Background: an optimization exercise with open tools, aiming at small area, a short achievable clock period and few clock cycles per item. Do not read the settings as production practice.
The RTL was checked by simulation tests, not by an equivalence proof against the original design.
No activity file was given, so power comes from the tool's default toggle rates.

## triangle_tangent_calc_unit
module triangle_tangent_calc_unit (
   input  wire logic                              clock,
   input  wire logic                              reset,
   input  wire logic                              req_valid,
   output logic                                   req_stall,
   input  wire logic signed [ttc_pkg::POS_W-1:0]  req_pos_x,
   input  wire logic signed [ttc_pkg::POS_W-1:0]  req_pos_y,
   input  wire logic signed [ttc_pkg::POS_W-1:0]  req_pos_z,
   input  wire logic signed [ttc_pkg::UV_W-1:0]   req_tex_u,
   input  wire logic signed [ttc_pkg::UV_W-1:0]   req_tex_v,
   output logic                                   rsp_valid,
   input  wire logic                              rsp_stall,
   output logic signed [ttc_pkg::POS_W-1:0]       rsp_tangent_x,
   output logic signed [ttc_pkg::POS_W-1:0]       rsp_tangent_y,
   output logic signed [ttc_pkg::POS_W-1:0]       rsp_tangent_z,
   output logic                                   rsp_degenerate,
   output logic                                   rsp_clipped
);
   logic job_busy, job_release, release_next, d1_next, job_start;
   logic signed [ttc_pkg::DUV_W-1:0]  du_new, dv_new;
   logic [ttc_pkg::AXES-1:0][ttc_pkg::DPOS_W-1:0] dp1;
   logic [ttc_pkg::AXES-1:0][ttc_pkg::DPOS_W-1:0] dp2;
   logic signed [ttc_pkg::DUV_W-1:0]  du1, dv1, du2, dv2;
   logic [ttc_pkg::NLANE-1:0]         lane_free, lane_load;
   logic [ttc_pkg::Z_W-1:0]           lane_z;
   logic                              lane_neg, lane_ovf, lane_degen;
   logic [ttc_pkg::DMAG_W-1:0]        lane_den;
   ttc_front u_front (
      .clock       (clock),
      .reset       (reset),
      .req_valid   (req_valid),
      .req_stall   (req_stall),
      .req_pos_x   (req_pos_x),
      .req_pos_y   (req_pos_y),
      .req_pos_z   (req_pos_z),
      .req_tex_u   (req_tex_u),
      .req_tex_v   (req_tex_v),
      .job_busy    (job_busy),
      .job_release (job_release),
      .release_next(release_next),
      .d1_next     (d1_next),
      .job_start   (job_start),
      .du_new      (du_new),
      .dv_new      (dv_new),
      .dp1         (dp1),
  ...
For scale: ~160000 µm² of cells after synthesis.
clock: 11.0 ns
lec_check: 0
cap_margin: 20
cell_pad_in_sites_detail_placement: 0
cell_pad_in_sites_global_placement: 0
core_margin: 2
core_utilization: 45
place_density: 0.6
setup_slack_margin: 5
slew_margin: 20
run.sh (not shown) runs the stock make flow with config.mk's settings and CLKGATE_MAP_FILE= SYNTH_SCRIPT=/design/flow/synth_recipe.tcl, a recipe that flattens the netlist after the stock synthesis.
The baseline completed without violations.
Testbench counts at the start, summed over its fixed seeds: cycles 4,536, items 512.
Next try:
==> flow/flow/run.sh (new file) <==
#!/bin/bash
# The standard layout (the standard.sh, unchanged synthesis and steps), with timing
# repair aiming for 6 ns of setup slack at the design's 11 ns clock. make's full output
# goes to layout.log here; each ORFS step also keeps its own log under orfs/logs/.
set -euo pipefail
bash standard.sh SETUP_SLACK_MARGIN=6 finish > layout.log 2>&1
==> flow/standard.sh (new file) <==
#!/bin/bash
# synth_recipe.tcl (not shown) runs the flow's synth.tcl, then flattens the netlist and writes it again
# the make line also repeats each setting of config.mk as NAME=value (left out here)
make -C /OpenROAD-flow-scripts/flow DESIGN_CONFIG=/design/flow/config.mk WORK_HOME=/design/flow/orfs CLKGATE_MAP_FILE= SYNTH_SCRIPT=/design/flow/synth_recipe.tcl "${@:-finish}"
Settings changed: CORE_UTILIZATION 45 to 55, CTS_BUF_LIST from default to sky130_fd_sc_hd__clkbuf_4 sky130_fd_sc_hd__clkbuf_8, PLACE_DENSITY 0.6 to 0.7, SETUP_SLACK_MARGIN 5 to default.
removed: flow/run.sh
Result:
- The changed run finished clean
- wire length is higher by a few percent
- via count is higher by a few percent
- sequential share of layout area is lower by 0.55 points
- clock skew is lower by 0.0096 ns
- design area is higher slightly
- total power is higher by a few percent
- worst setup slack gets better by 0.95 ns
- synthesized cell count stays the same
- critical path depth is higher by 3
Next try:
==> flow/flow/run.sh (replaced) <==
#!/bin/bash
# The standard layout (the standard.sh, unchanged synthesis and steps), with timing
# repair aiming for 6.25 ns of setup slack at the design's 11 ns clock. make's full output
# goes to layout.log here; each ORFS step also keeps its own log under orfs/logs/.
set -euo pipefail
bash standard.sh SETUP_SLACK_MARGIN=6.25 finish > layout.log 2>&1
Settings changed: CORE_UTILIZATION 55 to 45, CTS_BUF_LIST sky130_fd_sc_hd__clkbuf_4 sky130_fd_sc_hd__clkbuf_8 to sky130_fd_sc_hd__clkbuf_8, PLACE_DENSITY 0.7 to 0.6.
Result:
- register-to-register slack gets worse by 0.06 ns
- die area is higher by 22%
- non-clock buffer count goes up by 157
- clock power shrinks by 7.0%
- cell area increases by 1.7%
- setup slack is worse by 0.056 ns
- sequential power hardly moves
- critical path depth grows by 1
- hold slack loses 0.014 ns
- power went down by 5.6%
Next try:
==> flow/run.sh (new file) <==
#!/bin/bash
# synth_recipe.tcl (not shown) runs the flow's synth.tcl, then flattens the netlist and writes it again
# the make line also repeats each setting of config.mk as NAME=value (left out here)
make -C /OpenROAD-flow-scripts/flow DESIGN_CONFIG=/design/flow/config.mk WORK_HOME=/design/flow/orfs CLKGATE_MAP_FILE= SYNTH_SCRIPT=/design/flow/synth_recipe.tcl finish
Settings changed: SETUP_SLACK_MARGIN from default to 5.
removed: flow/flow/run.sh
removed: flow/standard.sh
Non-clock buffer count came out lower by 332.
Clock power came out higher by about 2%.
Cell area came out lower by 3.8%.
Flip-flop and latch count is unchanged.
Utilization came out lower by 1.9 points.
Register-to-register slack gets worse by 0.97 ns.
Power came out lower by 2.8%.

## static timing again, ports no longer ideal
The results above use ideal ports. As a check the final layouts listed here were re-extracted and re-timed, cells and wires unchanged.
Step 1, drivers: a clkbuf_16 drives clock and a buf_2 each remaining input, both assumed.
Step 2, shift: input delay + t, output delay - t, t = (earliest + latest rising clock arrival at the registers) / 2. This alone moves slack from input paths to output paths.
a / b / c = ideal / step 1 / step 2; a / b = the first two.
| run | shift t [ns] | setup WS [ns] | hold slack, ns |
|---|---|---|---|
| the first run | 1.008 | 5.071 / 5.071 / 4.311 | 0.391 / 0.391 / 0.391 |
| the second run | 1.196 | 6.020 / 6.020 / 4.957 | 0.414 / 0.414 / 0.414 |
| the third run | 1.204 | 5.964 / 5.964 / 5.175 | 0.400 / 0.400 / 0.400 |
| the fourth run | 1.224 | 4.992 / 4.992 / 4.213 | 0.346 / 0.346 / 0.346 |
After both steps every run listed still meets setup and hold. For the second run, which loses most, drivers alone change the setup slack by 0.000 ns; drivers and shift together by -1.063 ns.
